Background: an optimization exercise with open tools, aiming at small area, a short achievable clock period and few clock cycles per item. Do not read the settings as production practice. At most, simulation tests tie the RTL to the original design; equivalence was not proved. The RTL of runs 3 and 4 was laid out without a check of its function. Power is estimated from default activity; no workload was simulated.

File: flow/run.sh
#!/bin/bash
# synth_recipe.tcl (not shown) runs the flow's synth.tcl, then flattens the netlist and writes it again
# the make line also repeats each setting of config.mk as NAME=value (left out here)
make -C /OpenROAD-flow-scripts/flow DESIGN_CONFIG=/design/flow/config.mk WORK_HOME=/design/flow/orfs CLKGATE_MAP_FILE= SYNTH_SCRIPT=/design/flow/synth_recipe.tcl finish
File: flow/config.mk
export PLATFORM = sky130hd
export DESIGN_NAME = ems_mapper_top
export DESIGN_NICKNAME = ems_mapper_top
export VERILOG_FILES = /design/flow/design.v
export SDC_FILE = /design/flow/constraint.sdc
export NUM_CORES = 4
export LEC_CHECK = 0
export CAP_MARGIN = 20
export CORE_MARGIN = 2
export CORE_UTILIZATION = 40
export SETUP_SLACK_MARGIN = 1.5
export SLEW_MARGIN = 20
File: flow/constraint.sdc
create_clock -name core_clock -period 5.0 [get_ports {clock}]
set_input_delay 1.0000 -clock core_clock [delete_from_list [all_inputs] [get_ports {clock}]]
set_output_delay 1.0000 -clock core_clock [all_outputs]
set_load 0.01 [all_outputs]
File: flow/design.v
package epfmm_pkg;
   localparam int unsigned MAP_PAGES  = 512;
   localparam int unsigned MAP_AW     = 9;
   localparam int unsigned PAGE_SHIFT = 11;
   localparam int unsigned CODE_W     = 3;
   localparam logic [MAP_AW-1:0] CONV_PAGES = 9'd320;
   localparam int unsigned FILL_FIRST = 320;
   localparam int unsigned FILL_PAGES = 160;
   localparam logic [CODE_W-1:0] RG_UNUSED  = 3'd0;
   localparam logic [CODE_W-1:0] RG_RAM     = 3'd1;
   localparam logic [CODE_W-1:0] RG_BOOTROM = 3'd2;
   localparam logic [CODE_W-1:0] RG_SDCARD  = 3'd3;
   localparam logic [CODE_W-1:0] RG_EMS     = 3'd4;
   localparam logic [1:0] MODE_IO_RD   = 2'd0;
   localparam logic [1:0] MODE_IO_WR   = 2'd1;
   localparam logic [1:0] MODE_LOOKUP  = 2'd2;
   localparam logic [1:0] MODE_REBUILD = 2'd3;
   localparam logic [3:0] OFS_EMS_LO   = 4'd10;
   localparam logic [3:0] OFS_EMS_HI   = 4'd11;
   localparam logic [3:0] OFS_EMS_FILL = 4'd12;
   localparam logic [3:0] OFS_UMB_LO   = 4'd13;
   localparam logic [3:0] OFS_UMB_HI   = 4'd14;
   localparam logic [3:0] OFS_UMB_FILL = 4'd15;
   localparam logic [7:0] CSR_NO_CONV   = 8'd0;
   localparam logic [7:0] CSR_NO_BOOT   = 8'd1;
   localparam logic [7:0] CSR_BOOT_ADDR = 8'd2;
   localparam logic [7:0] CSR_BOOT_SIZE = 8'd3;
   localparam logic [19:0] BOOT_ADDR_RST = 20'hF0000;
   localparam logic [20:0] BOOT_SIZE_RST = 21'h08000;
   localparam logic [15:0] FP_RST        = 16'hFFFF;
   localparam logic [MAP_AW-1:0] BLD_FIRST_RST = BOOT_ADDR_RST[19:11];
   localparam logic [10:0] BLD_LAST_RST =
      11'((22'(BOOT_ADDR_RST) + 22'(BOOT_SIZE_RST)) >> PAGE_SHIFT);
   localparam logic [18:0] SEG_LOW       = 19'h0A000;
   localparam logic [18:0] SEG_HIGH      = 19'h0F000;
   localparam logic [7:0]  BYTE_NONE     = 8'hFF;
   typedef struct packed {
      logic [1:0]  mode;
      logic [15:0] io_port;
      logic [7:0]  write_data;
      logic [19:0] mem_address;
   } req_type;
   typedef struct packed {
      logic [7:0]        read_data;
      logic [CODE_W-1:0] region;
      logic              ems_hit;
      logic [29:0]       ems_address;
   } rsp_type;
endpackage
module epfmm_page_ram (
   input  logic       clock,
   input  logic       clear,         
   input  logic       fill_go,       
   input  logic       clear_pend,    
   input  logic       fill_pend,     
   input  logic       fill_ems,
   input  logic [8:0] fill_s,        
   input  logic [8:0] fill_e,        
   input  logic [4:0] rd_lane,
   output logic [4:0] rd_ovr,        
   output logic [4:0] rd_ems
);
   localparam int unsigned FIRST = epfmm_pkg::FILL_FIRST;
   localparam int unsigned N     = epfmm_pkg::FILL_PAGES;
   localparam int unsigned W     = 32;
   localparam int unsigned G0    = FIRST / W;
   localparam int unsigned NG    = N / W;
   logic [N-1:0] ovr_ff, ems_ff;
   logic [NG-1:0] g_first, g_last, g_full;
   logic [W-1:0]  l_first, l_lt;
   logic          same;
   logic [N-1:0]  we;
   always_comb begin
      same = (fill_s[8:5] == fill_e[8:5]);
      for (int g = 0; g < NG; g++) begin
         g_first[g] = (4'(G0 + g) == fill_s[8:5]);
         g_last[g]  = !same && (4'(G0 + g) == fill_e[8:5]);
         g_full[g]  = (4'(G0 + g) > fill_s[8:5]) && (4'(G0 + g) < fill_e[8:5]);
      end
      for (int l = 0; l < W; l++) begin
         l_lt[l]    = (5'(l) < fill_e[4:0]);
         l_first[l] = (5'(l) >= fill_s[4:0]) && (l_lt[l] || !same);
      end
      for (int i = 0; i < N; i++) begin
         we[i] = fill_go && (g_full[i/W] || (g_first[i/W] && l_first[i%W]) ||
                             (g_last[i/W] && l_lt[i%W]));
      end
   end
   always_ff @(posedge clock) begin
      for (int i = 0; i < N; i++) begin
         if (clear) begin
            ovr_ff[i] <= 1'b0;
         end else if (we[i]) begin
            ovr_ff[i] <= 1'b1;
         end
         if (we[i]) begin
            ems_ff[i] <= fill_ems;
         end
      end
   end
   logic          r_lt, r_first;
   logic [NG-1:0] r_we;
   assign r_lt    = (rd_lane < fill_e[4:0]);
   assign r_first = (rd_lane >= fill_s[4:0]) && (r_lt || !same);
   always_comb begin
      for (int g = 0; g < NG; g++) begin
         r_we[g]   = fill_pend && (g_full[g] || (g_first[g] && r_first) ||
                                   (g_last[g] && r_lt));
         rd_ovr[g] = !clear_pend && (r_we[g] || ovr_ff[g*W + 32'(rd_lane)]);
         rd_ems[g] = r_we[g] ? fill_ems : ems_ff[g*W + 32'(rd_lane)];
      end
   end
endmodule
module ems_page_frame_memory_mapper_unit #(
   parameter int unsigned PORT_BASE = 608    
) (
   input  logic               clock,
   input  logic               reset,
   input  logic               req_valid,
   output logic               req_ready,
   input  epfmm_pkg::req_type req_data,
   output logic               rsp_valid,
   input  logic               rsp_ready,
   output epfmm_pkg::rsp_type rsp_data,
   input  logic               csr_valid,
   output logic               csr_ready,
   input  logic [7:0]         csr_index,
   input  logic [31:0]        csr_wdata
);
   localparam logic [15:0] PORT_BASE_W = 16'(PORT_BASE);
   localparam int unsigned NG = epfmm_pkg::FILL_PAGES / 32;
   logic [15:0] fp_ff [4];
   logic [15:0] ems_seg_ff, ems_seg_in;
   logic [15:0] umb_seg_ff, umb_seg_in;
   logic        ncm_ff, nbr_ff;
   logic [19:0] boot_addr_ff;
   logic [20:0] boot_size_ff;
   logic [21:0] boot_end;
   logic        bld_ncm_ff, bld_nbr_ff;
   logic [8:0]  bld_first_ff;
   logic [10:0] bld_last_ff;
   logic          e_valid;
   logic          e_lk;        
   logic          e_rd;        
   logic          e_rd_fp;     
   logic          e_rd_map;    
   logic          e_wfp;       
   logic [3:0]    e_wseg;      
   logic          e_fill;      
   logic          e_rb;        
   logic [2:0]    e_ofs;
   logic [7:0]    e_wd;
   logic [19:0]   e_addr;      
   logic [1:0]    e_scode;     
   logic [NG-1:0] e_govr, e_gems;    
   logic        o_valid;
   epfmm_pkg::rsp_type o_data, res;
   logic        hold, e_go, req_fire;
   assign csr_ready = 1'b1;
   assign hold      = o_valid && !rsp_ready;
   assign req_ready = !hold;
   assign req_fire  = req_valid && !hold;
   assign e_go      = e_valid && !hold;
   assign rsp_valid = o_valid;
   assign rsp_data  = o_data;
   logic [1:0]  a_mode;
   logic        a_pv;
   logic [3:0]  a_ofs;
   logic [7:0]  a_wd;
   logic        a_wr;
   logic [8:0]  a_sp;          
   logic [6:0]  a_sr;
   logic [10:0] a_cnt;
   logic [11:0] a_e;
   logic        a_ok;
   logic [8:0]  a_page;
   logic [1:0]  a_scode;
   logic [NG-1:0] a_govr, a_gems;
   assign a_mode = req_data.mode;
   assign a_pv   = (req_data.io_port[15:4] == PORT_BASE_W[15:4]);
   assign a_ofs  = req_data.io_port[3:0];
   assign a_wd   = req_data.write_data;
   assign a_wr   = (a_mode == epfmm_pkg::MODE_IO_WR) && a_pv;
   assign a_sp  = a_ofs[0] ? umb_seg_in[15:7] : ems_seg_in[15:7];
   assign a_sr  = a_ofs[0] ? umb_seg_in[6:0]  : ems_seg_in[6:0];
   assign a_cnt = a_ofs[0] ? {3'd0, a_wd} : {a_wd, 3'd0};
   assign a_e   = {3'd0, a_sp} + {1'b0, a_cnt};
   assign a_ok  = (a_sp >= 9'd320) && ((a_e < 12'd480) || ((a_e == 12'd480) && (a_sr == 7'd0)));
   assign a_page = a_mode[1] ? req_data.mem_address[19:11] : a_sp;
   always_comb begin
      if (!bld_nbr_ff && ({2'd0, a_page} >= {2'd0, bld_first_ff}) &&
          ({2'd0, a_page} < bld_last_ff)) begin
         a_scode = 2'(epfmm_pkg::RG_BOOTROM);
      end else if (!bld_nbr_ff && ({2'd0, a_page} == bld_last_ff)) begin
         a_scode = 2'(epfmm_pkg::RG_SDCARD);
      end else if (!bld_ncm_ff && (a_page < epfmm_pkg::CONV_PAGES)) begin
         a_scode = 2'(epfmm_pkg::RG_RAM);
      end else begin
         a_scode = 2'(epfmm_pkg::RG_UNUSED);
      end
   end
   always_ff @(posedge clock) begin
      if (reset) begin
         e_valid <= 1'b0;
      end else if (!hold) begin
         e_valid <= req_valid;
      end
   end
   always_ff @(posedge clock) begin
      if (!hold) begin
         e_lk     <= (a_mode == epfmm_pkg::MODE_LOOKUP);
         e_rd     <= (a_mode == epfmm_pkg::MODE_IO_RD);
         e_rd_fp  <= (a_mode == epfmm_pkg::MODE_IO_RD) && a_pv && !a_ofs[3];
         e_rd_map <= (a_mode == epfmm_pkg::MODE_IO_RD) && a_pv &&
                     (a_ofs == epfmm_pkg::OFS_UMB_FILL);
         e_wfp    <= a_wr && !a_ofs[3];
         e_wseg   <= {a_wr && (a_ofs == epfmm_pkg::OFS_UMB_HI),
                      a_wr && (a_ofs == epfmm_pkg::OFS_UMB_LO),
                      a_wr && (a_ofs == epfmm_pkg::OFS_EMS_HI),
                      a_wr && (a_ofs == epfmm_pkg::OFS_EMS_LO)};
         e_fill   <= a_wr && a_ok && ((a_ofs == epfmm_pkg::OFS_EMS_FILL) ||
                                      (a_ofs == epfmm_pkg::OFS_UMB_FILL));
         e_rb     <= (a_mode == epfmm_pkg::MODE_REBUILD);
         e_ofs    <= a_ofs[2:0];
         e_wd     <= a_wd;
         e_addr   <= a_mode[1] ? req_data.mem_address : {a_sp, 2'd0, a_e[8:0]};
         e_scode  <= a_scode;
         e_govr   <= a_govr;
         e_gems   <= a_gems;
      end
   end
   assign boot_end = 22'(boot_addr_ff) + 22'(boot_size_ff);
   always_ff @(posedge clock) begin
      if (reset) begin
         bld_ncm_ff   <= 1'b0;
         bld_nbr_ff   <= 1'b0;
         bld_first_ff <= epfmm_pkg::BLD_FIRST_RST;
         bld_last_ff  <= epfmm_pkg::BLD_LAST_RST;
      end else if (req_fire && (a_mode == epfmm_pkg::MODE_REBUILD)) begin
         bld_ncm_ff   <= ncm_ff;
         bld_nbr_ff   <= nbr_ff;
         bld_first_ff <= boot_addr_ff[19:11];
         bld_last_ff  <= boot_end[21:11];
      end
   end
   logic       x_fill, x_rb;
   assign x_fill = e_valid && e_fill;
   assign x_rb   = e_valid && e_rb;
   epfmm_page_ram u_page_ram (
      .clock      (clock),
      .clear      (reset || (x_rb && !hold)),
      .fill_go    (x_fill && !hold),
      .clear_pend (x_rb),
      .fill_pend  (x_fill),
      .fill_ems   (!e_ofs[0]),
      .fill_s     (e_addr[19:11]),
      .fill_e     (e_addr[8:0]),
      .rd_lane    (a_page[4:0]),
      .rd_ovr     (a_govr),
      .rd_ems     (a_gems)
   );
   logic [8:0]  page;
   logic        ovr, ems;
   logic [2:0]  code;
   logic [15:0] fp_sel;
   logic [6:0]  fdiff;
   logic        frame_hit;
   assign page = e_addr[19:11];
   always_comb begin
      ovr = 1'b0;
      ems = 1'b0;
      for (int g = 0; g < NG; g++) begin
         if (page[8:5] == 4'(epfmm_pkg::FILL_FIRST / 32 + g)) begin
            ovr = e_govr[g];
            ems = e_gems[g];
         end
      end
   end
   assign code = ovr ? (ems ? epfmm_pkg::RG_EMS : epfmm_pkg::RG_RAM) : {1'b0, e_scode};
   assign fdiff     = {1'b0, e_addr[19:14]} - {1'b0, ems_seg_ff[15:10]};
   assign frame_hit = (ems_seg_ff[9:0] == 10'd0) && (fdiff[6:2] == 5'd0);
   assign fp_sel = fp_ff[e_ofs[2:1]];
   always_comb begin
      res = '0;
      if (e_rd) begin
         if (e_rd_fp) begin
            res.read_data = e_ofs[0] ? fp_sel[15:8] : fp_sel[7:0];
         end else if (e_rd_map) begin
            res.read_data = 8'(code);
         end else begin
            res.read_data = epfmm_pkg::BYTE_NONE;
         end
      end
      if (e_lk) begin
         res.region  = code;
         res.ems_hit = frame_hit;
         if (frame_hit) begin
            res.ems_address = {fp_ff[fdiff[1:0]], e_addr[13:0]};
         end
      end
   end
   always_comb begin
      ems_seg_in = ems_seg_ff;
      umb_seg_in = umb_seg_ff;
      if (e_valid) begin
         if (e_rb) begin
            ems_seg_in = '0;
            umb_seg_in = '0;
         end
         if (e_wseg[0]) ems_seg_in[7:0]  = e_wd;
         if (e_wseg[1]) ems_seg_in[15:8] = e_wd;
         if (e_wseg[2]) umb_seg_in[7:0]  = e_wd;
         if (e_wseg[3]) umb_seg_in[15:8] = e_wd;
      end
   end
   always_ff @(posedge clock) begin
      if (reset) begin
         for (int s = 0; s < 4; s++) begin
            fp_ff[s] <= epfmm_pkg::FP_RST;
         end
         ems_seg_ff <= '0;
         umb_seg_ff <= '0;
      end else if (e_go) begin
         if (e_rb) begin
            for (int s = 0; s < 4; s++) begin
               fp_ff[s] <= epfmm_pkg::FP_RST;
            end
         end else if (e_wfp) begin
            if (e_ofs[0]) begin
               fp_ff[e_ofs[2:1]][15:8] <= e_wd;
            end else begin
               fp_ff[e_ofs[2:1]][7:0] <= e_wd;
            end
         end
         ems_seg_ff <= ems_seg_in;
         umb_seg_ff <= umb_seg_in;
      end
   end
   always_ff @(posedge clock) begin
      if (reset) begin
         o_valid <= 1'b0;
      end else if (!hold) begin
         o_valid <= e_valid;
      end
   end
   always_ff @(posedge clock) begin
      if (!hold) begin
         o_data <= res;
      end
   end
   always_ff @(posedge clock) begin
      if (reset) begin
         ncm_ff       <= 1'b0;
         nbr_ff       <= 1'b0;
         boot_addr_ff <= epfmm_pkg::BOOT_ADDR_RST;
         boot_size_ff <= epfmm_pkg::BOOT_SIZE_RST;
      end else if (csr_valid && csr_ready) begin
         case (csr_index)
            epfmm_pkg::CSR_NO_CONV:   ncm_ff       <= csr_wdata[0];
            epfmm_pkg::CSR_NO_BOOT:   nbr_ff       <= csr_wdata[0];
            epfmm_pkg::CSR_BOOT_ADDR: boot_addr_ff <= csr_wdata[19:0];
            epfmm_pkg::CSR_BOOT_SIZE: boot_size_ff <= csr_wdata[20:0];
            default: ;
         endcase
      end
   end
endmodule
module ems_mapper_top (
   input  logic        clock,
   input  logic        reset,
   input  logic        req_valid,
   output logic        req_ready,
   input  logic [1:0]  req_mode,
   input  logic [15:0] req_io_port,
   input  logic [7:0]  req_write_data,
   input  logic [19:0] req_mem_address,
   output logic        rsp_valid,
   input  logic        rsp_ready,
   output logic [7:0]  rsp_read_data,
   output logic [2:0]  rsp_region,
   output logic        rsp_ems_hit,
   output logic [29:0] rsp_ems_address,
   input  logic        csr_valid,
   output logic        csr_ready,
   input  logic [7:0]  csr_index,
   input  logic [31:0] csr_wdata
);
   epfmm_pkg::req_type req_data;
   epfmm_pkg::rsp_type rsp_data;
   assign req_data.mode        = req_mode;
   assign req_data.io_port     = req_io_port;
   assign req_data.write_data  = req_write_data;
   assign req_data.mem_address = req_mem_address;
   assign rsp_read_data   = rsp_data.read_data;
   assign rsp_region      = rsp_data.region;
   assign rsp_ems_hit     = rsp_data.ems_hit;
   assign rsp_ems_address = rsp_data.ems_address;
   ems_page_frame_memory_mapper_unit #(.PORT_BASE(608)) u_unit (
      .clock     (clock),
      .reset     (reset),
      .req_valid (req_valid),
      .req_ready (req_ready),
      .req_data  (req_data),
      .rsp_valid (rsp_valid),
      .rsp_ready (rsp_ready),
      .rsp_data  (rsp_data),
      .csr_valid (csr_valid),
      .csr_ready (csr_ready),
      .csr_index (csr_index),
      .csr_wdata (csr_wdata)
   );
endmodule
==> results.txt, run 1 <==
status - timing/DRC/antenna clean
Placed Cells - 3,485
setup TNS - 0 ns
Core Area - 0.06966 mm^2
worst slew pin tran - 1.272 ns
stages on the worst setup path - 15
fin cells - 3,649
Hold Slack - 0.4532 ns
CTS tree - yes
Critical Path AT - 3.93 ns
final antenna-violating net count - 0
met2 WL - 39.40 mm
Critical R2R Capture - u_unit.e_scode[1]
gp weighted congestion - 0.9105
DR DRC count - 0
vias in the first global route - 21,210
Vias - 21,730
min Tclk post-route - 3.547 ns
max layer used - met4
final setup vio count - 0
Max stage delay cell, worst path - a221o_2
FF-to-FF setup slack - 1.45 ns
Post-CTS Hold Buffers - 0
Area Growth Syn to Fin - 18.90%
met1 WL - 34.55 mm
drt first-iter violations - 2,239
Initial Util - 0.4020
Die Y - 268.6 um
Net Count, Synth - 2,709
worst r2r path cells - 14
Final nets - 2,808
Post-Synthesis Cells - 2,555
delay-heaviest family, CP - compound AO/OA/AOI/OAI gates
HP Class - reg -> reg
die area - 0.07214 mm^2
sequential cell area fraction in the yosys report - 0.5297
WP buf/inv - 2
largest net degree at the start of global routing - 161
PwrDens - 345.1 mW/mm^2
EDFF count, synth - 320
Slew headroom - 0.1520
clk_skew - 0.03561 ns
crit path to - u_unit.e_scode[1]
synthesized flop and latch total - 581
LEAKAGE - 11.18 nW
drt total wl - 84.50 mm
Worst path most repeated cell - a21o_1
Final period util - 0.7095
row cnt - 97
count of warnings emitted by yosys - 2
CTS sink cnt - 581
design area - 0.03330 mm^2
Crit path largest cell delay - 0.43 ns
DP HPWL - 54.62 mm
hold_sp - u_unit.bld_first_ff[4]
Hold Vio Cnt, Final - 0
Top Ports - 136
GRT Util Overall - 0.2290
CP max FO - 5
maximum clock frequency - 281.9 MHz
Critical Path Source - req_mode[1]
mapped cell area - 0.02800 mm^2
# Max-Cap Violations - 0
total power - 11.49 mW
crit path cell chain - clkdlybuf4s15_1 > nand2b_4 > a211oi_2 > a221o_2 > buf_6 > ha_4 > nand2b_4 > a21o_1 > a21o_1 > a21o_1 > a21o_1 > a21o_1 > a2111oi_4 > nor3_2 > nand2b_1
die width - 268.6 um
share of layout cells above drive strength 1 - 0.1581
Longest Clk Path Bufs - 3
Slew Viols, Final - 0
unrepaired setup endpoints after global routing - true
slack of the critical path - 1.453 ns
Setup CP Type - in -> reg
pre-CTS WS - 0.4114 ns
post-synth cell types - 69
IO buf count - 123
htree depth - 2
peak supply drop - 0.0002451 V
final core occ - 0.4780
Reg clk slew, reported paths - 0.06 ns
Placed Area - 0.03038 mm^2
initial antenna violation count - 0
wire length of the first global-routing pass - 126.3 mm
metal3 WL - 7.358 mm
DRT Pass-1 Iters - 6
fraction of registers with async set/reset - 0
CTS root buf - clkbuf_16
Crit path required time - 5.38 ns
RR Startpoint - u_unit.e_wseg[0]
ys flop type - edfxtp_1
total CTS buffers - 61
Worst Setup End Kind - flop
vias per inst - 5.955
syn avg cell area - 10.96 um^2
Worst-Skew Late Latency - 0.65 ns
routed len/inst - 23.16 um
grt ovf - 0
crit start category - input pin
==> logic make-up after synthesis <==
group                    share of synthesized area
AO/OA/AOI/OAI                               0.1908
XOR/XNOR                                  0.006881
adder cells (fa/ha/maj)                    0.02869
buffers and inverters                      0.03892
flip-flops                                  0.5297
multiplexers                               0.09043
other                                    0.0001339
AND/OR/NAND/NOR                             0.1144
==> synth_stat cells, types with 48 or more instances <==
cell / number / area (um^2)
nand2_1: 306 / 1149
a21oi_1: 266 / 1331
nand2b_1: 77 / 481.7
clkbuf_1: 156 / 585.6
o21ai_0: 48 / 240.2
o21a_1: 166 / 1246
edfxtp_1: 320 / 9609
inv_1: 62 / 232.7
a22oi_1: 167 / 1254
dfxtp_1: 261 / 5225
nor2_1: 106 / 397.9
mux4_2: 89 / 2004
ha_1: 61 / 763.2
==> worst register-to-register path, cell delays in order (launching register included) <==
cell and delay, ns:
edfxtp_1 0.48, o21ai_4 0.24, a32oi_4 0.09, a221o_2 0.51, buf_6 0.17, ha_4 0.22, nand2b_4 0.13, a21o_1 0.15
a21o_1 0.15, a21o_1 0.15, a21o_1 0.19, a21o_1 0.20, a2111oi_4 0.35, nor3_2 0.09, nand2b_1 0.14
==> how the worst min path moves through the flow <==
stage	end	slack, ns	depth (start not counted)
2_1_floorplan	u_unit.bld_nbr_ff	0.43	2
3_3_place_gp	u_unit.u_page_ram.ovr_ff[76]	0.44	1
3_5_place_dp	u_unit.u_page_ram.ovr_ff[126]	0.45	1
4_1_cts	u_unit.bld_first_ff[4]	0.46	2
5_1_grt	u_unit.u_page_ram.ovr_ff[66]	0.48	1
6_report	u_unit.bld_first_ff[4]	0.45	2
==> layout make-up <==
class,instances,area [um^2]
diodes,2,5.005
clock buffers,84,1735
clock inverters,32,315.3
fillers,6287,36370
inverters,67,275.3
multi-input cells,1709,12610
flip-flops and latches,581,14840
well taps,940,1176
repair buffers,232,2328
repair inverters,2,13.76
==> cell usage in the layout (no fill, tap or decap), types with 60 or more instances in the layout <==
cell type and n:
edfxtp_1 320, nand2_1 305, dfxtp_1 259, a21oi_1 256, o21a_1 166, a22oi_1 165
clkdlybuf4s50_1 119, nor2_1 97, mux4_2 89, buf_4 84, nand2b_1 73, clkbuf_16 64
inv_1 60
==> power breakdown <==
group / internal, mW / switching [mW]
clock network: 2.60 / 1.97
registers: 5.14 / 0.131
logic: 0.597 / 1.05
total: 8.34 / 3.15
==> routing by layer <==
metal | up-vias | GRT usage
met5 | - | 0
met4 | 0 | 0.09309
met3 | 209 | 0.04457
met2 | 1020 | 0.3687
met1 | 10730 | 0.3037
li1 | 9768 | -
==> sequential cells by signal (all words and copies together), names as in the netlist, 2 cells and up, named ones only <==
register and cells:
u_unit.bld_first_ff 9, u_unit.bld_last_ff 11, u_unit.boot_addr_ff 20, u_unit.boot_size_ff 21
u_unit.e_addr 20, u_unit.e_gems 5, u_unit.e_govr 5, u_unit.e_ofs 3
u_unit.e_scode 2, u_unit.e_wd 8, u_unit.e_wseg 4, u_unit.ems_seg_ff 16
u_unit.fp_ff 64, u_unit.o_data 42, u_unit.u_page_ram.ems_ff 160, u_unit.u_page_ram.ovr_ff 160
u_unit.umb_seg_ff 16
==> repair_timing <==
action	4_1_cts	5_1_grt
setup endpoints to repair	47	49
resized for setup	34	54
buffers inserted	13	27
gates cloned	3	3
pin swaps	10	22
Testbench counts, summed over its fixed seeds: cycles 7,101, items 7,085.
==> run 2: changes to the inputs <==
--- a/flow/config.mk
+++ b/flow/config.mk
@@ -9,4 +9,3 @@
 export CORE_MARGIN = 2
 export CORE_UTILIZATION = 40
-export SETUP_SLACK_MARGIN = 1.5
 export SLEW_MARGIN = 20
==> results.txt, run 2 <==
Slew Viols, Final - 0 (unchanged)
EDFF count, synth - 320 (unchanged)
crit start category - flop (was input pin)
die width - 268.6 um (unchanged)
top flop regs - u_unit.u_page_ram.ems_ff x160, u_unit.u_page_ram.ovr_ff x160, u_unit.fp_ff x64 (unchanged)
Area Growth Syn to Fin - 15.65% (was 18.90%)
fraction of registers with async set/reset - 0 (unchanged)
Slew headroom - 0.02581 (was 0.1520)
Reg clk slew, reported paths - 0.06 ns (about the same)
Post-Synthesis Cells - 2,555 (unchanged)
Critical Path Source - u_unit.e_valid (was req_mode[1])
status - timing/DRC/antenna clean (unchanged)
delay-heaviest family, CP - simple AND/OR/NAND/NOR gates (was compound AO/OA/AOI/OAI gates)
final antenna-violating net count - 0 (unchanged)
Synth top cells by count - edfxtp_1 (320), nand2_1 (306), a21oi_1 (266) (unchanged)
HP Class - reg -> reg (unchanged)
commonest cells after routing, fill and taps aside - edfxtp_1 (320), nand2_1 (305), a21oi_1 (266), dfxtp_1 (260), a22oi_1 (167) (was edfxtp_1 (320), nand2_1 (305), dfxtp_1 (259), a21oi_1 (256), o21a_1 (166))
total CTS buffers - 61 (unchanged)
worst slew pin tran - 1.461 ns (was 1.272 ns)
vias per inst - 5.964 (was 5.955)
unrepaired setup endpoints after global routing - false (was true)
PwrDens - 355.7 mW/mm^2 (was 345.1 mW/mm^2)
Net Count, Synth - 2,709 (unchanged)
wire length of the first global-routing pass - 125.8 mm (was 126.3 mm)
DR DRC count - 0 (unchanged)
# Max-Cap Violations - 0 (unchanged)
CTS tree - yes (unchanged)
Critical Path AT - 4.60 ns (was 3.93 ns)
clk_skew - 0.02818 ns (was 0.03561 ns)
Top Ports - 136 (unchanged)
post-synth cell types - 69 (unchanged)
Crit path required time - 5.39 ns (was 5.38 ns)
routed len/inst - 23.02 um (was 23.16 um)
count of warnings emitted by yosys - 2 (unchanged)
pre-CTS WS - 0.2159 ns (was 0.4114 ns)
RR Startpoint - u_unit.e_valid (was u_unit.e_wseg[0])
grt ovf - 0 (unchanged)
Filler Cell Count - 6,417 (was 6,287)
total power - 11.52 mW (was 11.49 mW)
Hold Slack - 0.4558 ns (was 0.4532 ns)
CP max FO - 13 (was 5)
cts repair resizes - 0 (was 34)
Worst Setup End Kind - flop (unchanged)
peak supply drop - 0.0002456 V (was 0.0002451 V)
WP buf/inv - 1 (was 2)
gp weighted congestion - 0.9690 (was 0.9105)
hold_sp - u_unit.nbr_ff (was u_unit.bld_first_ff[4])
top post-synthesis cells by area - edfxtp_1 (34%), dfxtp_1 (19%), mux4_2 (7.2%), a21oi_1 (4.8%), a22oi_1 (4.5%) (unchanged)
mapped cell area - 0.02800 mm^2 (unchanged)
Final nets - 2,760 (was 2,808)
GRT Util Overall - 0.2273 (was 0.2290)
CTS sink cnt - 581 (unchanged)
initial antenna violation count - 2 (was 0)
ys flop type - edfxtp_1 (unchanged)
crit path cell chain - buf_4 > o21ai_1 > a32oi_2 > mux2i_1 > ha_1 > fa_1 > a21oi_1 > nor2_1 > nor2_1 > o21bai_1 > a21oi_1 > o21ai_0 > or4_1 > and2_1 > nor4_1 (was clkdlybuf4s15_1 > nand2b_4 > a211oi_2 > a221o_2 > buf_6 > ha_4 > nand2b_4 > a21o_1 > a21o_1 > a21o_1 > a21o_1 > a21o_1 > a2111oi_4 > nor3_2 > nand2b_1)
count leader, synth - edfxtp_1 (unchanged)
DRT Pass-1 Iters - 8 (was 6)
Worst-Skew Late Latency - 0.64 ns (was 0.65 ns)
die area - 0.07214 mm^2 (unchanged)
Hold Vio Cnt, Final - 0 (unchanged)
Synth top area share - 0.3431 (unchanged)
synthesized flop and latch total - 581 (unchanged)
# diodes - 0 (was 2)
Longest Clk Path Bufs - 3 (unchanged)
setup bufs post-CTS - 0 (was 13)
Max stage delay cell, worst path - dfxtp_1 (was a221o_2)
Setup CP Type - reg -> reg (was in -> reg)
commonest non-fill, non-tap cell in the layout - edfxtp_1 (unchanged)
drt first-iter violations - 2,013 (was 2,239)
final core occ - 0.4649 (was 0.4780)
final setup vio count - 0 (unchanged)
maximum clock frequency - 237.4 MHz (was 281.9 MHz)
Die Y - 268.6 um (unchanged)
syn avg cell area - 10.96 um^2 (unchanged)
min Tclk post-route - 4.212 ns (was 3.547 ns)
CTS root buf - clkbuf_16 (unchanged)
htree depth - 2 (unchanged)
setup TNS - 0 ns (unchanged)
largest net degree at the start of global routing - 161 (unchanged)
slack of the critical path - 0.7882 ns (was 1.453 ns)
Crit path largest cell delay - 0.59 ns (was 0.43 ns)
sequential cell area fraction in the yosys report - 0.5297 (unchanged)
Final period util - 0.8424 (was 0.7095)
vias in the first global route - 21,110 (was 21,210)
Vias - 21,460 (was 21,730)
share of layout cells above drive strength 1 - 0.1166 (was 0.1581)
Core Area - 0.06966 mm^2 (unchanged)
Post-CTS Hold Buffers - 0 (unchanged)
Initial Util - 0.4020 (unchanged)
LEAKAGE - 10.81 nW (was 11.18 nW)
drt total wl - 82.84 mm (was 84.50 mm)
DP HPWL - 54.68 mm (was 54.62 mm)
row cnt - 97 (unchanged)
cell taking the most area after synthesis - edfxtp_1 (unchanged)
IO buf count - 123 (unchanged)
run 2: cell counts after synthesis:
No cell type changed its count.
run 2: tightest hold or removal path: cells and delay by family, from the launching register on:
kind / cells / cell delay [ns]
DFF: 1 / 0.31
and+or+nand+nor: 1 / 0.05
AOI/OAI and AO/OA: 1 / 0.05
run 2: kinds of logic after synthesis:
logic type | count (synthesis) | synth area share
AOI/OAI and AO/OA | 811 | 0.1908
xor gates and xnor gates | 22 | 0.006881
adders and majority gates | 63 | 0.02869
buffers and inverters | 265 | 0.03892
DFF | 581 | 0.5297
muxes | 134 | 0.09043
other | 1 | 0.0001339
and+or+nand+nor | 678 | 0.1144
run 2: metal layers:
metal,vias up,routed length [um],track usage
met3,218,6972,0.03781
met5,-,13,0
met2,997,38520,0.3662
met4,2,3303,0.09144
li1,9675,-,-
met1,10570,34030,0.3057
run 2: where the power goes:
group          internal (mW)  switching (mW)
combinational          0.509           0.991
clock                   2.80            1.94
sequential              5.14           0.132
total                   8.45            3.07
run 2: per-stage QoR:
step	cells	area [um^2]
after global routing	3598	32380
after detailed placement	3483	30260
after floorplan	2555	28000
after CTS	3598	32380
final	3598	32380
after global placement	3481	30250
run 2: cell type report:
class | count | area, um^2 | share of cell area
sequential | 581 | 14840 | 0.4581
multi-input combinational | 1709 | 12200 | 0.3766
timing repair buffer | 186 | 1794 | 0.05540
clock buffer | 89 | 1792 | 0.05533
tap | 940 | 1176 | 0.03632
clock inverter | 26 | 335.3 | 0.01035
inverter | 67 | 256.5 | 0.007920
run 2: worst paths after layout:
path                                          end  slack [ns]  depth (start not counted)
worst max-delay path                u_unit.e_fill        0.79                         15
worst min-delay path            u_unit.bld_nbr_ff        0.46                          2
worst max register to register      u_unit.e_fill        0.79                         15
worst min register to register  u_unit.bld_nbr_ff        0.46                          2
==> run 3: changes to the inputs <==
--- a/flow/design.v
+++ b/flow/design.v
@@ -187,5 +187,5 @@
    assign a_e   = {3'd0, a_sp} + {1'b0, a_cnt};
    assign a_ok  = (a_sp >= 9'd320) && ((a_e < 12'd480) || ((a_e == 12'd480) && (a_sr == 7'd0)));
-   assign a_page = a_mode[1] ? req_data.mem_address[19:11] : a_sp;
+   assign a_page = a_mode[1] ? req_data.mem_address[19:11] : umb_seg_in[15:7];
    always_comb begin
       if (!bld_nbr_ff && ({2'd0, a_page} >= {2'd0, bld_first_ff}) &&
--- a/flow/config.mk
+++ b/flow/config.mk
@@ -9,3 +9,4 @@
 export CORE_MARGIN = 2
 export CORE_UTILIZATION = 40
+export SETUP_SLACK_MARGIN = 2.0
 export SLEW_MARGIN = 20
==> results.txt, run 3 <==
Filler Cell Count - 5,993 (was 6,417)
initial antenna violation count - 0 (was 2)
EDFF count, synth - 320 (unchanged)
drt total wl - 84.60 mm (was 82.84 mm)
routed len/inst - 23.55 um (was 23.02 um)
grt ovf - 0 (unchanged)
Synth top cells by count - edfxtp_1 (320), a21oi_1 (261), dfxtp_1 (261) (was edfxtp_1 (320), nand2_1 (306), a21oi_1 (266))
CTS sink cnt - 581 (unchanged)
Worst-Skew Late Latency - 0.66 ns (was 0.64 ns)
Comb pwr share - 0.131 (was 0.130)
Critical R2R Capture - u_unit.e_fill (unchanged)
Core Area - 0.06883 mm^2 (was 0.06966 mm^2)
syn avg cell area - 11.33 um^2 (was 10.96 um^2)
commonest cells after routing, fill and taps aside - edfxtp_1 (320), dfxtp_1 (259), a21oi_1 (239), nand2_1 (215), a22oi_1 (191) (was edfxtp_1 (320), nand2_1 (305), a21oi_1 (266), dfxtp_1 (260), a22oi_1 (167))
Initial Util - 0.4056 (was 0.4020)
final antenna-violating net count - 0 (unchanged)
htree depth - 2 (unchanged)
Top Ports - 136 (unchanged)
DR DRC count - 0 (unchanged)
unrepaired setup endpoints after global routing - true (was false)
fin cells - 3,593 (was 3,598)
Slew headroom - 0.2615 (was 0.02581)
Reg clk slew, reported paths - 0.06 ns (about the same)
DRT Pass-1 Iters - 5 (was 8)
Vias - 21,470 (was 21,460)
row cnt - 96 (was 97)
Synth top area share - 0.3442 (was 0.3431)
Final period util - 0.6894 (was 0.8424)
crit start category - flop (unchanged)
Hold Vio Cnt, Final - 0 (unchanged)
status - timing/DRC/antenna clean (unchanged)
sequential cell area fraction in the yosys report - 0.5314 (was 0.5297)
cell taking the most area after synthesis - edfxtp_1 (unchanged)
PwrDens - 338.7 mW/mm^2 (was 355.7 mW/mm^2)
worst slew pin tran - 1.104 ns (was 1.461 ns)
Area Growth Syn to Fin - 21.11% (was 15.65%)
mapped cell area - 0.02792 mm^2 (was 0.02800 mm^2)
gr busiest metal - met2 (unchanged)
min Tclk post-route - 3.447 ns (was 4.212 ns)
Critical Path AT - 3.98 ns (was 4.60 ns)
setup TNS - 0 ns (unchanged)
Clk pwr share - 0.411 (was 0.412)
Die Y - 268.2 um (was 268.6 um)
RR Startpoint - u_unit.e_rb (was u_unit.e_valid)
Crit path required time - 5.53 ns (was 5.39 ns)
LEAKAGE - 11.30 nW (was 10.81 nW)
commonest non-fill, non-tap cell in the layout - edfxtp_1 (unchanged)
drt first-iter violations - 2,253 (was 2,013)
Critical Path Source - u_unit.e_rb (was u_unit.e_valid)
vias per inst - 5.977 (was 5.964)
gp weighted congestion - 0.9310 (was 0.9690)
vias in the first global route - 21,190 (was 21,110)
HP Class - reg -> reg (unchanged)
DP HPWL - 54.02 mm (was 54.68 mm)
Cell Int Power - 8.448 mW (was 8.454 mW)
IO buf count - 123 (unchanged)
wire length of the first global-routing pass - 126.7 mm (was 125.8 mm)
count leader, synth - edfxtp_1 (unchanged)
final setup vio count - 0 (unchanged)
top post-synthesis cells by area - edfxtp_1 (34%), dfxtp_1 (19%), mux4_2 (9.0%), a22oi_1 (5.4%), a21oi_1 (4.7%) (was edfxtp_1 (34%), dfxtp_1 (19%), mux4_2 (7.2%), a21oi_1 (4.8%), a22oi_1 (4.5%))
CTS root buf - clkbuf_16 (unchanged)
fraction of registers with async set/reset - 0 (unchanged)
Worst Setup End Kind - flop (unchanged)
# diodes - 0 (unchanged)
Sw Ratio - 0.2622 (was 0.2662)
Slew Viols, Final - 0 (unchanged)
Net Count, Synth - 2,618 (was 2,709)
slack of the critical path - 1.553 ns (was 0.7882 ns)
synthesized flop and latch total - 581 (unchanged)
WHS Path Cells - 2 (unchanged)
total CTS buffers - 60 (was 61)
GRT Util Overall - 0.2302 (was 0.2273)
# Max-Cap Violations - 0 (unchanged)
met2 global-route usage - 0.3676 (was 0.3662)
Longest Clk Path Bufs - 3 (unchanged)
count of warnings emitted by yosys - 2 (unchanged)
share of layout cells above drive strength 1 - 0.2002 (was 0.1166)
Post-Synthesis Cells - 2,464 (was 2,555)
P_sw - 3.002 mW (was 3.066 mW)
largest net degree at the start of global routing - 161 (unchanged)
die area - 0.07192 mm^2 (was 0.07214 mm^2)
clk_skew - 0.04981 ns (was 0.02818 ns)
maximum clock frequency - 290.1 MHz (was 237.4 MHz)
Setup CP Type - reg -> reg (unchanged)
GR Layer Usage met3 - 0.03839 (was 0.03781)
pre-CTS WS - 0.3862 ns (was 0.2159 ns)
CTS tree - yes (unchanged)
die width - 268.2 um (was 268.6 um)
worst r2r path cells - 14 (was 15)
FF-to-FF setup slack - 1.55 ns (was 0.79 ns)
Final nets - 2,764 (was 2,760)
top flop regs - u_unit.u_page_ram.ems_ff x160, u_unit.u_page_ram.ovr_ff x160, u_unit.fp_ff x64 (unchanged)
register share of total power - 0.458 (about the same)
ys flop type - edfxtp_1 (unchanged)
crit path to - u_unit.e_fill (unchanged)
peak supply drop - 0.0003217 V (was 0.0002456 V)
met1 usage - 0.3153 (was 0.3057)
CP max FO - 8 (was 13)
Placed Cells - 3,394 (was 3,483)
post-synth cell types - 74 (was 69)
[run 3: power by group through the flow]
stage	logic, mW	registers, mW	clock network, mW
2_1_floorplan	0.801	5.29	0
3_3_place_gp	1.25	5.36	0
3_5_place_dp	1.27	5.36	0
4_1_cts	1.36	5.25	4.78
5_1_grt	1.58	5.25	4.96
6_report	1.50	5.24	4.71
[run 3: worst min-delay path by stage]
stage / start / endpoint / slack (ns)
2_1_floorplan: u_unit.ncm_ff / u_unit.bld_ncm_ff / 0.43
3_3_place_gp: u_unit.bld_last_ff[10] / u_unit.bld_last_ff[10] / 0.44
3_5_place_dp: u_unit.bld_last_ff[10] / u_unit.bld_last_ff[10] / 0.44
4_1_cts: u_unit.bld_last_ff[10] / u_unit.bld_last_ff[10] / 0.45
5_1_grt: u_unit.u_page_ram.ovr_ff[11] / u_unit.u_page_ram.ovr_ff[11] / 0.47
6_report: u_unit.bld_last_ff[10] / u_unit.bld_last_ff[10] / 0.45
[run 3: area by class of cell]
class | count | area [um^2] | area share
Timing Repair inverter | 1 | 7.507 | 0.0002220
Inverter | 52 | 235.2 | 0.006957
Multi-Input combinational cell | 1643 | 12820 | 0.3792
Tap cell | 931 | 1165 | 0.03445
Sequential cell | 581 | 14840 | 0.4389
Timing Repair Buffer | 271 | 2636 | 0.07797
Clock buffer | 82 | 1748 | 0.05170
Clock inverter | 32 | 356.6 | 0.01055
[run 3: through the flow]
| stage | hold WS, ns | power, mW | instance area, um^2 | util |
|---|---|---|---|---|
| floorplan | 0.4312 | 6.091 | 28140 | - |
| global placement | 0.4401 | 6.611 | 30310 | 0.4404 |
| detailed placement | 0.4448 | 6.631 | 30310 | 0.4404 |
| CTS | 0.4513 | 11.39 | 33070 | 0.4805 |
| global route | 0.4720 | 11.79 | 33810 | 0.4912 |
| finish | 0.4508 | 11.45 | 33810 | 0.4912 |
[run 3: critical path: stages (launching register included)]
cell	delay, ns
edfxtp_1	0.49
buf_6	0.17
o21ai_4	0.31
a22o_1	0.22
nand2_1	0.07
o21ai_2	0.10
ha_1	0.28
a21o_1	0.19
a21oi_4	0.18
o21bai_4	0.11
a2111oi_4	0.35
nor3_2	0.12
or3b_4	0.38
mux2i_1	0.17
o311a_1	0.19
[run 3: per-layer routing]
| layer | up-vias | routed length (um) |
|---|---|---|
| met5 | - | 0 |
| met4 | 0 | 2788 |
| met3 | 186 | 7067 |
| met2 | 1041 | 39290 |
| met1 | 10630 | 35460 |
| li1 | 9617 | - |
[run 3: kinds of logic after synthesis]
group | after synthesis | synth area share
DFF | 581 | 0.5314
buffers and inverters | 243 | 0.03590
adders and majority gates | 63 | 0.02877
muxes | 155 | 0.1074
other | 1 | 0.0001343
and+or+nand+nor | 619 | 0.1070
xor gates and xnor gates | 19 | 0.005961
AOI/OAI and AO/OA | 783 | 0.1835
[run 3: repair_timing]
item                                    4_1_cts  5_1_grt
hold endpoints to repair                      0        0
pin swaps                                    26       30
resized for setup                            78       77
gates cloned                                  6        3
endpoints found under the setup margin      223      248
hold buffers                                  0        0
buffers inserted                             38       38
==> run 4: changes to the inputs <==
--- a/flow/config.mk
+++ b/flow/config.mk
@@ -9,4 +9,4 @@
 export CORE_MARGIN = 2
 export CORE_UTILIZATION = 40
-export SETUP_SLACK_MARGIN = 2.0
+export SETUP_SLACK_MARGIN = 2.5
 export SLEW_MARGIN = 20
==> results.txt, run 4 <==
CP max FO - 6 (was 8)
share of layout cells above drive strength 1 - 0.2560 (was 0.2002)
Worst-Skew Late Latency - 0.64 ns (was 0.66 ns)
vias in the first global route - 21,550 (was 21,190)
DRT Pass-1 Iters - 6 (was 5)
peak supply drop - 0.0002962 V (was 0.0003217 V)
syn avg cell area - 11.33 um^2 (unchanged)
setup TNS - 0 ns (unchanged)
htree depth - 2 (unchanged)
HP Class - reg -> reg (unchanged)
fraction of registers with async set/reset - 0 (unchanged)
Die Y - 268.2 um (unchanged)
Synth top cells by count - edfxtp_1 (320), a21oi_1 (261), dfxtp_1 (261) (unchanged)
drt first-iter violations - 2,161 (was 2,253)
worst slew pin tran - 0.7544 ns (was 1.104 ns)
top post-synthesis cells by area - edfxtp_1 (34%), dfxtp_1 (19%), mux4_2 (9.0%), a22oi_1 (5.4%), a21oi_1 (4.7%) (unchanged)
initial antenna violation count - 1 (was 0)
total power - 12.15 mW (was 11.45 mW)
Post-CTS Hold Buffers - 0 (unchanged)
Slew Viols, Final - 0 (unchanged)
crit start category - flop (unchanged)
sequential cell area fraction in the yosys report - 0.5314 (unchanged)
mapped cell area - 0.02792 mm^2 (unchanged)
# Max-Cap Violations - 0 (unchanged)
Crit path required time - 5.51 ns (was 5.53 ns)
commonest cells after routing, fill and taps aside - edfxtp_1 (320), dfxtp_1 (259), a21oi_1 (222), nand2_1 (208), a22oi_1 (180) (was edfxtp_1 (320), dfxtp_1 (259), a21oi_1 (239), nand2_1 (215), a22oi_1 (191))
row cnt - 96 (unchanged)
Vias - 21,940 (was 21,470)
EDFF count, synth - 320 (unchanged)
die area - 0.07192 mm^2 (unchanged)
GRT Util Overall - 0.2371 (was 0.2302)
min Tclk post-route - 3.379 ns (was 3.447 ns)
final setup vio count - 0 (unchanged)
Reg clk slew, reported paths - 0.06 ns (about the same)
wire length of the first global-routing pass - 130.3 mm (was 126.7 mm)
top flop regs - u_unit.u_page_ram.ems_ff x160, u_unit.u_page_ram.ovr_ff x160, u_unit.fp_ff x64 (unchanged)
count leader, synth - edfxtp_1 (unchanged)
gp weighted congestion - 0.9427 (was 0.9310)
LEAKAGE - 11.99 nW (was 11.30 nW)
routed len/inst - 24.26 um (was 23.55 um)
Final period util - 0.6759 (was 0.6894)
CTS sink cnt - 581 (unchanged)
IO buf count - 123 (unchanged)
Longest Clk Path Bufs - 3 (unchanged)
maximum clock frequency - 295.9 MHz (was 290.1 MHz)
commonest non-fill, non-tap cell in the layout - edfxtp_1 (unchanged)
DP HPWL - 54.33 mm (was 54.02 mm)
total CTS buffers - 61 (was 60)
Filler Cell Count - 5,976 (was 5,993)
CTS tree - yes (unchanged)
Slew headroom - 0.4963 (was 0.2615)
vias per inst - 6.024 (was 5.977)
post-synth cell types - 74 (unchanged)
Initial Util - 0.4056 (unchanged)
die width - 268.2 um (unchanged)
pre-CTS WS - 0.3821 ns (was 0.3862 ns)
DR DRC count - 0 (unchanged)
slack of the critical path - 1.621 ns (was 1.553 ns)
Post-Synthesis Cells - 2,464 (unchanged)
Area Growth Syn to Fin - 25.93% (was 21.11%)
Net Count, Synth - 2,618 (unchanged)
synthesized flop and latch total - 581 (unchanged)
Final nets - 2,812 (was 2,764)
unrepaired setup endpoints after global routing - true (unchanged)
drt total wl - 88.36 mm (was 84.60 mm)
clk_skew - 0.02463 ns (was 0.04981 ns)
Hold Vio Cnt, Final - 0 (unchanged)
Critical Path AT - 3.89 ns (was 3.98 ns)
Top Ports - 136 (unchanged)
largest net degree at the start of global routing - 113 (was 161)
Setup CP Type - reg -> reg (unchanged)
Core Area - 0.06883 mm^2 (unchanged)
grt ovf - 0 (unchanged)
CTS root buf - clkbuf_16 (unchanged)
ys flop type - edfxtp_1 (unchanged)
status - timing/DRC/antenna clean (unchanged)
cell taking the most area after synthesis - edfxtp_1 (unchanged)
Synth top area share - 0.3442 (unchanged)
count of warnings emitted by yosys - 2 (unchanged)
Worst Setup End Kind - flop (unchanged)
final antenna-violating net count - 0 (unchanged)
# diodes - 0 (unchanged)
PwrDens - 345.7 mW/mm^2 (was 338.7 mW/mm^2)
run 4: cell counts after synthesis:
Identical to the previous run, type by type.
run 4: area by class of cell:
class	instances	area (um^2)	area share
Clock buffer	78	1723	0.04901
Clock inverter	38	619.3	0.01762
Inverter	52	242.7	0.006904
Multi-Input combinational cell	1644	13430	0.3820
Sequential cell	581	14840	0.4221
Tap cell	931	1165	0.03313
Timing Repair Buffer	317	3131	0.08905
Timing Repair inverter	1	7.507	0.0002135
run 4: cell families after synthesis:
logic type      count (synthesis)  share of synthesized area
flops                         581                     0.5314
fa+ha+maj                      63                    0.02877
xor+xnor                       19                   0.005961
simple gates                  619                     0.1070
compound gates                783                     0.1835
buf+inv                       243                    0.03590
mux                           155                     0.1074
other cells                     1                  0.0001343
run 4: worst max-delay path, stage by stage (launching register included):
cell       delay [ns]
dfxtp_4          0.40
buf_12           0.13
o21ai_2          0.06
a32o_2           0.28
nor2_2           0.10
a21oi_2          0.05
ha_2             0.22
fa_2             0.35
a21o_1           0.20
a21oi_2          0.18
o21bai_2         0.11
a2111oi_4        0.34
nor3_2           0.12
or3b_4           0.38
mux2i_1          0.13
o311a_1          0.19
run 4: path summary, 6_finish.rpt:
check | depth (start not counted) | to | slack, ns | startpoint
setup / recovery | 15 | u_unit.e_fill | 1.62 | u_unit.e_valid
hold / removal | 2 | u_unit.bld_last_ff[10] | 0.45 | u_unit.bld_last_ff[10]
setup reg to reg | 15 | u_unit.e_fill | 1.62 | u_unit.e_valid
hold reg to reg | 2 | u_unit.bld_last_ff[10] | 0.45 | u_unit.bld_last_ff[10]
run 4: layer usage:
metal  share of wire  up-vias  global-route usage
met4           0.045        2             0.09392
met2            0.45     1113              0.3727
met5         0.00015        -                   0
met1            0.41    10830              0.3226
li1                -     9717                   -
met3           0.090      280             0.04673
run 4: report_power, final:
part	internal [mW]	switching (mW)	total [mW]
clock network	3.22	1.99	5.22
logic	0.635	1.08	1.72
registers	5.13	0.0863	5.22
total	8.99	3.16	12.2
run 4: timing repair:
action / 4_1_cts / 5_1_grt
pin swaps: 46 / 41
endpoints found under the setup margin: 771 / 391
setup buffers: 97 / 35
gates resized for setup: 244 / 113
cloned: 5 / 6
run 4: per-stage QoR:
step           instances  cell area (um^2)  hold WS, ns  utilization
2_1_floorplan       2464             28410       0.4312            -
3_3_place_gp        3382             30370       0.4411       0.4413
3_5_place_dp        3382             30370       0.4476       0.4413
4_1_cts             3600             34290       0.4550       0.4982
5_1_grt             3642             35160       0.4720       0.5108
6_report            3642             35160       0.4523       0.5108
==> run 5: changes to the inputs <==
--- a/flow/design.v
+++ b/flow/design.v
@@ -67,5 +67,20 @@
    localparam int unsigned NG    = N / W;
    logic [N-1:0] ovr_ff, ems_ff;
+   function automatic logic lt5(input logic [4:0] a, input logic [4:0] b);
+      logic [4:0] g, e;
+      g = ~a & b;
+      e = ~(a ^ b);
+      for (int k = 0; k < 3; k++) begin
+         for (int i = 4; i >= 0; i--) begin
+            if (i >= (1 << k)) begin
+               g[i] = g[i] | (e[i] & g[i - (1 << k)]);
+               e[i] = e[i] & e[i - (1 << k)];
+            end
+         end
+      end
+      lt5 = g[4];
+   endfunction
    logic [NG-1:0] g_first, g_last, g_full;
+   logic [NG-1:0] w_first, w_last, w_full;
    logic [W-1:0]  l_first, l_lt;
    logic          same;
@@ -77,4 +92,7 @@
          g_last[g]  = !same && (4'(G0 + g) == fill_e[8:5]);
          g_full[g]  = (4'(G0 + g) > fill_s[8:5]) && (4'(G0 + g) < fill_e[8:5]);
+         w_first[g] = fill_go && g_first[g];
+         w_last[g]  = fill_go && g_last[g];
+         w_full[g]  = fill_go && g_full[g];
       end
       for (int l = 0; l < W; l++) begin
@@ -83,6 +101,6 @@
       end
       for (int i = 0; i < N; i++) begin
-         we[i] = fill_go && (g_full[i/W] || (g_first[i/W] && l_first[i%W]) ||
-                             (g_last[i/W] && l_lt[i%W]));
+         we[i] = w_full[i/W] || (w_first[i/W] && l_first[i%W]) ||
+                 (w_last[i/W] && l_lt[i%W]);
       end
    end
@@ -101,6 +119,6 @@
    logic          r_lt, r_first;
    logic [NG-1:0] r_we;
-   assign r_lt    = (rd_lane < fill_e[4:0]);
-   assign r_first = (rd_lane >= fill_s[4:0]) && (r_lt || !same);
+   assign r_lt    = lt5(rd_lane, fill_e[4:0]);
+   assign r_first = !lt5(rd_lane, fill_s[4:0]) && (r_lt || !same);
    always_comb begin
       for (int g = 0; g < NG; g++) begin
@@ -130,7 +148,37 @@
    localparam logic [15:0] PORT_BASE_W = 16'(PORT_BASE);
    localparam int unsigned NG = epfmm_pkg::FILL_PAGES / 32;
+   function automatic logic lt9(input logic [8:0] a, input logic [8:0] b);
+      logic [8:0] g, e;
+      g = ~a & b;
+      e = ~(a ^ b);
+      for (int k = 0; k < 4; k++) begin
+         for (int i = 8; i >= 0; i--) begin
+            if (i >= (1 << k)) begin
+               g[i] = g[i] | (e[i] & g[i - (1 << k)]);
+               e[i] = e[i] & e[i - (1 << k)];
+            end
+         end
+      end
+      lt9 = g[8];
+   endfunction
+   function automatic logic [11:0] add12(input logic [11:0] a, input logic [11:0] b);
+      logic [11:0] p, g, gg, pp;
+      p  = a ^ b;
+      g  = a & b;
+      gg = g;
+      pp = p;
+      for (int k = 0; k < 4; k++) begin
+         for (int i = 11; i >= 0; i--) begin
+            if (i >= (1 << k)) begin
+               gg[i] = gg[i] | (pp[i] & gg[i - (1 << k)]);
+               pp[i] = pp[i] & pp[i - (1 << k)];
+            end
+         end
+      end
+      add12 = p ^ {gg[10:0], 1'b0};
+   endfunction
    logic [15:0] fp_ff [4];
-   logic [15:0] ems_seg_ff, ems_seg_in;
-   logic [15:0] umb_seg_ff, umb_seg_in;
+   logic [15:0] ems_seg_ff;
+   logic [15:0] umb_seg_ff;
    logic        ncm_ff, nbr_ff;
    logic [19:0] boot_addr_ff;
@@ -139,5 +187,6 @@
    logic        bld_ncm_ff, bld_nbr_ff;
    logic [8:0]  bld_first_ff;
-   logic [10:0] bld_last_ff;
+   logic [8:0]  bld_last_ff;     
+   logic        bld_big_ff;      
    logic          e_valid;
    logic          e_lk;        
@@ -146,7 +195,8 @@
    logic          e_rd_map;    
    logic          e_wfp;       
-   logic [3:0]    e_wseg;      
    logic          e_fill;      
    logic          e_rb;        
+   logic          e_hit;       
+   logic [1:0]    e_frame;     
    logic [2:0]    e_ofs;
    logic [7:0]    e_wd;
@@ -156,10 +206,9 @@
    logic        o_valid;
    epfmm_pkg::rsp_type o_data, res;
-   logic        hold, e_go, req_fire;
+   logic        hold, req_fire;
    assign csr_ready = 1'b1;
    assign hold      = o_valid && !rsp_ready;
    assign req_ready = !hold;
    assign req_fire  = req_valid && !hold;
-   assign e_go      = e_valid && !hold;
    assign rsp_valid = o_valid;
    assign rsp_data  = o_data;
@@ -168,31 +217,66 @@
    logic [3:0]  a_ofs;
    logic [7:0]  a_wd;
+   logic [19:0] a_addr;
    logic        a_wr;
-   logic [8:0]  a_sp;          
-   logic [6:0]  a_sr;
-   logic [10:0] a_cnt;
-   logic [11:0] a_e;
-   logic        a_ok;
-   logic [8:0]  a_page;
-   logic [1:0]  a_scode;
-   logic [NG-1:0] a_govr, a_gems;
    assign a_mode = req_data.mode;
    assign a_pv   = (req_data.io_port[15:4] == PORT_BASE_W[15:4]);
    assign a_ofs  = req_data.io_port[3:0];
    assign a_wd   = req_data.write_data;
+   assign a_addr = req_data.mem_address;
    assign a_wr   = (a_mode == epfmm_pkg::MODE_IO_WR) && a_pv;
-   assign a_sp  = a_ofs[0] ? umb_seg_in[15:7] : ems_seg_in[15:7];
-   assign a_sr  = a_ofs[0] ? umb_seg_in[6:0]  : ems_seg_in[6:0];
+   always_ff @(posedge clock) begin
+      if (reset) begin
+         ems_seg_ff <= '0;
+         umb_seg_ff <= '0;
+      end else if (req_fire) begin
+         if (a_mode == epfmm_pkg::MODE_REBUILD) begin
+            ems_seg_ff <= '0;
+            umb_seg_ff <= '0;
+         end else if (a_wr) begin
+            unique case (a_ofs)
+               epfmm_pkg::OFS_EMS_LO: ems_seg_ff[7:0]  <= a_wd;
+               epfmm_pkg::OFS_EMS_HI: ems_seg_ff[15:8] <= a_wd;
+               epfmm_pkg::OFS_UMB_LO: umb_seg_ff[7:0]  <= a_wd;
+               epfmm_pkg::OFS_UMB_HI: umb_seg_ff[15:8] <= a_wd;
+               default: ;
+            endcase
+         end
+      end
+   end
+   logic [8:0]  a_sp;
+   logic [6:0]  a_sr;
+   logic [10:0] a_cnt;
+   logic [11:0] a_e;
+   logic        a_ok;
+   assign a_sp  = a_ofs[0] ? umb_seg_ff[15:7] : ems_seg_ff[15:7];
+   assign a_sr  = a_ofs[0] ? umb_seg_ff[6:0]  : ems_seg_ff[6:0];
    assign a_cnt = a_ofs[0] ? {3'd0, a_wd} : {a_wd, 3'd0};
-   assign a_e   = {3'd0, a_sp} + {1'b0, a_cnt};
-   assign a_ok  = (a_sp >= 9'd320) && ((a_e < 12'd480) || ((a_e == 12'd480) && (a_sr == 7'd0)));
-   assign a_page = a_mode[1] ? req_data.mem_address[19:11] : umb_seg_in[15:7];
+   assign a_e   = add12({3'd0, a_sp}, {1'b0, a_cnt});
+   assign a_ok  = a_sp[8] && (a_sp[7] || a_sp[6]) && (a_e[11:9] == 3'd0) &&
+                  ((a_e[8:5] != 4'hF) || ((a_e[4:0] == 5'd0) && (a_sr == 7'd0)));
+   logic [5:0] a_fa, a_fb;
+   logic [4:0] a_fb_p1;
+   logic       a_lo_lt, a_hit;
+   assign a_fa    = a_addr[19:14];
+   assign a_fb    = ems_seg_ff[15:10];
+   assign a_fb_p1 = 5'(a_fb[5:2]) + 5'd1;
+   assign a_lo_lt = (a_fa[1:0] < a_fb[1:0]);
+   assign a_hit = (ems_seg_ff[9:0] == 10'd0) &&
+                  (((a_fa[5:2] == a_fb[5:2]) && !a_lo_lt) ||
+                   (({1'b0, a_fa[5:2]} == a_fb_p1) && a_lo_lt));
+   logic [8:0]    a_page;
+   logic [1:0]    a_scode;
+   logic [NG-1:0] a_govr, a_gems;
+   logic          a_ge_first, a_lt_last, a_eq_last;
+   assign a_page = a_mode[1] ? a_addr[19:11] : umb_seg_ff[15:7];
+   assign a_ge_first = !lt9(a_page, bld_first_ff);
+   assign a_lt_last  = bld_big_ff || lt9(a_page, bld_last_ff);
+   assign a_eq_last  = !bld_big_ff && (a_page == bld_last_ff);
    always_comb begin
-      if (!bld_nbr_ff && ({2'd0, a_page} >= {2'd0, bld_first_ff}) &&
-          ({2'd0, a_page} < bld_last_ff)) begin
+      if (!bld_nbr_ff && a_ge_first && a_lt_last) begin
          a_scode = 2'(epfmm_pkg::RG_BOOTROM);
-      end else if (!bld_nbr_ff && ({2'd0, a_page} == bld_last_ff)) begin
+      end else if (!bld_nbr_ff && a_eq_last) begin
          a_scode = 2'(epfmm_pkg::RG_SDCARD);
-      end else if (!bld_ncm_ff && (a_page < epfmm_pkg::CONV_PAGES)) begin
+      end else if (!bld_ncm_ff && !(a_page[8] && (a_page[7] || a_page[6]))) begin
          a_scode = 2'(epfmm_pkg::RG_RAM);
       end else begin
@@ -215,14 +299,12 @@
                      (a_ofs == epfmm_pkg::OFS_UMB_FILL);
          e_wfp    <= a_wr && !a_ofs[3];
-         e_wseg   <= {a_wr && (a_ofs == epfmm_pkg::OFS_UMB_HI),
-                      a_wr && (a_ofs == epfmm_pkg::OFS_UMB_LO),
-                      a_wr && (a_ofs == epfmm_pkg::OFS_EMS_HI),
-                      a_wr && (a_ofs == epfmm_pkg::OFS_EMS_LO)};
          e_fill   <= a_wr && a_ok && ((a_ofs == epfmm_pkg::OFS_EMS_FILL) ||
                                       (a_ofs == epfmm_pkg::OFS_UMB_FILL));
          e_rb     <= (a_mode == epfmm_pkg::MODE_REBUILD);
+         e_hit    <= a_hit;
+         e_frame  <= a_fa[1:0] - a_fb[1:0];
          e_ofs    <= a_ofs[2:0];
          e_wd     <= a_wd;
-         e_addr   <= a_mode[1] ? req_data.mem_address : {a_sp, 2'd0, a_e[8:0]};
+         e_addr   <= a_mode[1] ? a_addr : {a_sp, 2'd0, a_e[8:0]};
          e_scode  <= a_scode;
          e_govr   <= a_govr;
@@ -236,10 +318,12 @@
          bld_nbr_ff   <= 1'b0;
          bld_first_ff <= epfmm_pkg::BLD_FIRST_RST;
-         bld_last_ff  <= epfmm_pkg::BLD_LAST_RST;
+         bld_last_ff  <= epfmm_pkg::BLD_LAST_RST[8:0];
+         bld_big_ff   <= (epfmm_pkg::BLD_LAST_RST[10:9] != 2'd0);
       end else if (req_fire && (a_mode == epfmm_pkg::MODE_REBUILD)) begin
          bld_ncm_ff   <= ncm_ff;
          bld_nbr_ff   <= nbr_ff;
          bld_first_ff <= boot_addr_ff[19:11];
-         bld_last_ff  <= boot_end[21:11];
+         bld_last_ff  <= boot_end[19:11];
+         bld_big_ff   <= (boot_end[21:20] != 2'd0);
       end
    end
@@ -264,6 +348,4 @@
    logic [2:0]  code;
    logic [15:0] fp_sel;
-   logic [6:0]  fdiff;
-   logic        frame_hit;
    assign page = e_addr[19:11];
    always_comb begin
@@ -278,6 +360,4 @@
    end
    assign code = ovr ? (ems ? epfmm_pkg::RG_EMS : epfmm_pkg::RG_RAM) : {1'b0, e_scode};
-   assign fdiff     = {1'b0, e_addr[19:14]} - {1'b0, ems_seg_ff[15:10]};
-   assign frame_hit = (ems_seg_ff[9:0] == 10'd0) && (fdiff[6:2] == 5'd0);
    assign fp_sel = fp_ff[e_ofs[2:1]];
    always_comb begin
@@ -294,22 +374,8 @@
       if (e_lk) begin
          res.region  = code;
-         res.ems_hit = frame_hit;
-         if (frame_hit) begin
-            res.ems_address = {fp_ff[fdiff[1:0]], e_addr[13:0]};
-         end
-      end
-   end
-   always_comb begin
-      ems_seg_in = ems_seg_ff;
-      umb_seg_in = umb_seg_ff;
-      if (e_valid) begin
-         if (e_rb) begin
-            ems_seg_in = '0;
-            umb_seg_in = '0;
+         res.ems_hit = e_hit;
+         if (e_hit) begin
+            res.ems_address = {fp_ff[e_frame], e_addr[13:0]};
          end
-         if (e_wseg[0]) ems_seg_in[7:0]  = e_wd;
-         if (e_wseg[1]) ems_seg_in[15:8] = e_wd;
-         if (e_wseg[2]) umb_seg_in[7:0]  = e_wd;
-         if (e_wseg[3]) umb_seg_in[15:8] = e_wd;
       end
    end
@@ -319,7 +385,5 @@
             fp_ff[s] <= epfmm_pkg::FP_RST;
          end
-         ems_seg_ff <= '0;
-         umb_seg_ff <= '0;
-      end else if (e_go) begin
+      end else if (e_valid && !hold) begin
          if (e_rb) begin
             for (int s = 0; s < 4; s++) begin
@@ -333,6 +397,4 @@
             end
          end
-         ems_seg_ff <= ems_seg_in;
-         umb_seg_ff <= umb_seg_in;
       end
    end
==> results.txt, run 5 <==
status - timing/DRC/antenna clean (unchanged)
Final nets - 2,924 (was 2,812)
stages on the worst setup path - 11 (was 15)
RR Startpoint - u_unit.umb_seg_ff[7] (was u_unit.e_valid)
GRT Util Overall - 0.2652 (was 0.2371)
HP Class - reg -> reg (unchanged)
sequential cell area fraction in the yosys report - 0.5293 (was 0.5314)
cell taking the most area after synthesis - edfxtp_1 (unchanged)
Min-Delay Endpoint - u_unit.u_page_ram.ovr_ff[89] (was u_unit.bld_last_ff[10])
crit path cell chain - buf_12 > mux2_4 > ha_4 > fa_2 > a21oi_2 > o211ai_1 > or3_4 > a31oi_4 > xor2_1 > nor3_1 > a311oi_1 (was buf_12 > o21ai_2 > a32o_2 > nor2_2 > a21oi_2 > ha_2 > fa_2 > a21o_1 > a21oi_2 > o21bai_2 > a2111oi_4 > nor3_2 > or3b_4 > mux2i_1 > o311a_1)
count leader, synth - nand2_1 (was edfxtp_1)
syn avg cell area - 10.84 um^2 (was 11.33 um^2)
maximum clock frequency - 346.4 MHz (was 295.9 MHz)
Setup CP Type - in -> reg (was reg -> reg)
total CTS buffers - 60 (was 61)
commonest cells after routing, fill and taps aside - nand2_1 (391), edfxtp_1 (319), dfxtp_1 (258), o21a_1 (167), buf_4 (131) (was edfxtp_1 (320), dfxtp_1 (259), a21oi_1 (222), nand2_1 (208), a22oi_1 (180))
count of warnings emitted by yosys - 2 (unchanged)
LEAKAGE - 12.78 nW (was 11.99 nW)
final antenna-violating net count - 0 (unchanged)
mapped cell area - 0.02793 mm^2 (was 0.02792 mm^2)
routed len/inst - 25.79 um (was 24.26 um)
post-synth cell types - 86 (was 74)
Post-Synthesis Cells - 2,576 (was 2,464)
Synth top cells by count - nand2_1 (413), edfxtp_1 (319), dfxtp_1 (260) (was edfxtp_1 (320), a21oi_1 (261), dfxtp_1 (261))
Placed Cells - 3,486 (was 3,382)
largest net degree at the start of global routing - 125 (was 113)
WHS Path Cells - 1 (was 2)
DR DRC count - 0 (unchanged)
Worst Setup End Kind - flop (unchanged)
drt first-iter violations - 2,469 (was 2,161)
delay-heaviest family, CP - compound AO/OA/AOI/OAI gates (unchanged)
unrepaired setup endpoints after global routing - true (unchanged)
CTS root buf - clkbuf_16 (unchanged)
FF-to-FF setup slack - 2.22 ns (was 1.62 ns)
==> run 5: cell count changes after synthesis, moves of 41 or more <==
cell / delta
a21oi_1: -139
a22oi_1: -185
and3_1: +41
mux4_2: -54
nand2_1: +193
nand3_1: +59
o221ai_1: +110
==> run 5: how the worst max path moves through the flow <==
| stage | slack (ns) | to |
|---|---|---|
| floorplan | 1.40 | u_unit.e_fill |
| CTS | 2.08 | u_unit.e_fill |
| global placement | 0.76 | u_unit.e_fill |
| detailed placement | 0.73 | u_unit.e_fill |
| global route | 2.06 | u_unit.e_fill |
| finish | 2.11 | u_unit.e_fill |
==> run 5: cells by family after synthesis <==
family,share of synthesized area
compound gates,0.1701
xor+xnor,0.007212
mux,0.07875
flops,0.5293
other cells,0.0001343
buf+inv,0.03409
fa+ha+maj,0.02607
simple gates,0.1543
==> run 5: power breakdown <==
| part | switching, mW | internal, mW |
|---|---|---|
| sequential | 0.0898 | 5.12 |
| combinational | 0.917 | 0.561 |
| clock | 1.95 | 2.62 |
| total | 2.96 | 8.30 |
==> run 5: timing repair <==
action | in CTS | in global routing
hold buffers | 0 | 0
setup buffers | 95 | 43
resized for setup | 303 | 105
setup endpoints to repair | 610 | 300
pin swaps | 39 | 42
gates cloned | 19 | 1
==> run 5: final cells by class <==
type | instances | area [um^2] | share of cell area
antenna | 1 | 2.502 | 0.00007003
timing repair inverter | 5 | 58.81 | 0.001646
sequential | 579 | 14790 | 0.4138
timing repair buffer | 320 | 3506 | 0.09811
inverter | 23 | 166.4 | 0.004657
clock inverter | 23 | 282.8 | 0.007913
tap | 931 | 1165 | 0.03260
clock buffer | 89 | 1740 | 0.04870
multi-input combinational | 1787 | 14030 | 0.3925
==> run 5: per-layer routing <==
| metal | up-vias | GRT usage |
|---|---|---|
| met5 | - | 0 |
| met4 | 0 | 0.1288 |
| met3 | 248 | 0.05471 |
| met2 | 1169 | 0.4183 |
| met1 | 11240 | 0.3481 |
| li1 | 10080 | - |
==> run 5: per-stage QoR <==
| stage | setup slack [ns] | hold WS, ns | utilization |
|---|---|---|---|
| floorplan | 1.395 | 0.4312 | - |
| global placement | 0.7585 | 0.4421 | 0.4442 |
| detailed placement | 0.7322 | 0.4514 | 0.4442 |
| CTS | 2.077 | 0.4595 | 0.5056 |
| global route | 2.060 | 0.4731 | 0.5192 |
| finish | 2.113 | 0.4600 | 0.5192 |
Testbench counts of run 5, summed over its fixed seeds: cycles 7,101, items 7,085.

Re-timed with assumed drivers on the ports (clkbuf_16 on the clock, buf_2 on other inputs), run 5 has 2.090 ns of setup slack against 2.113 ns with ideal ports, and 1.381 ns once port delays also move by the mid clock arrival of 0.708 ns.
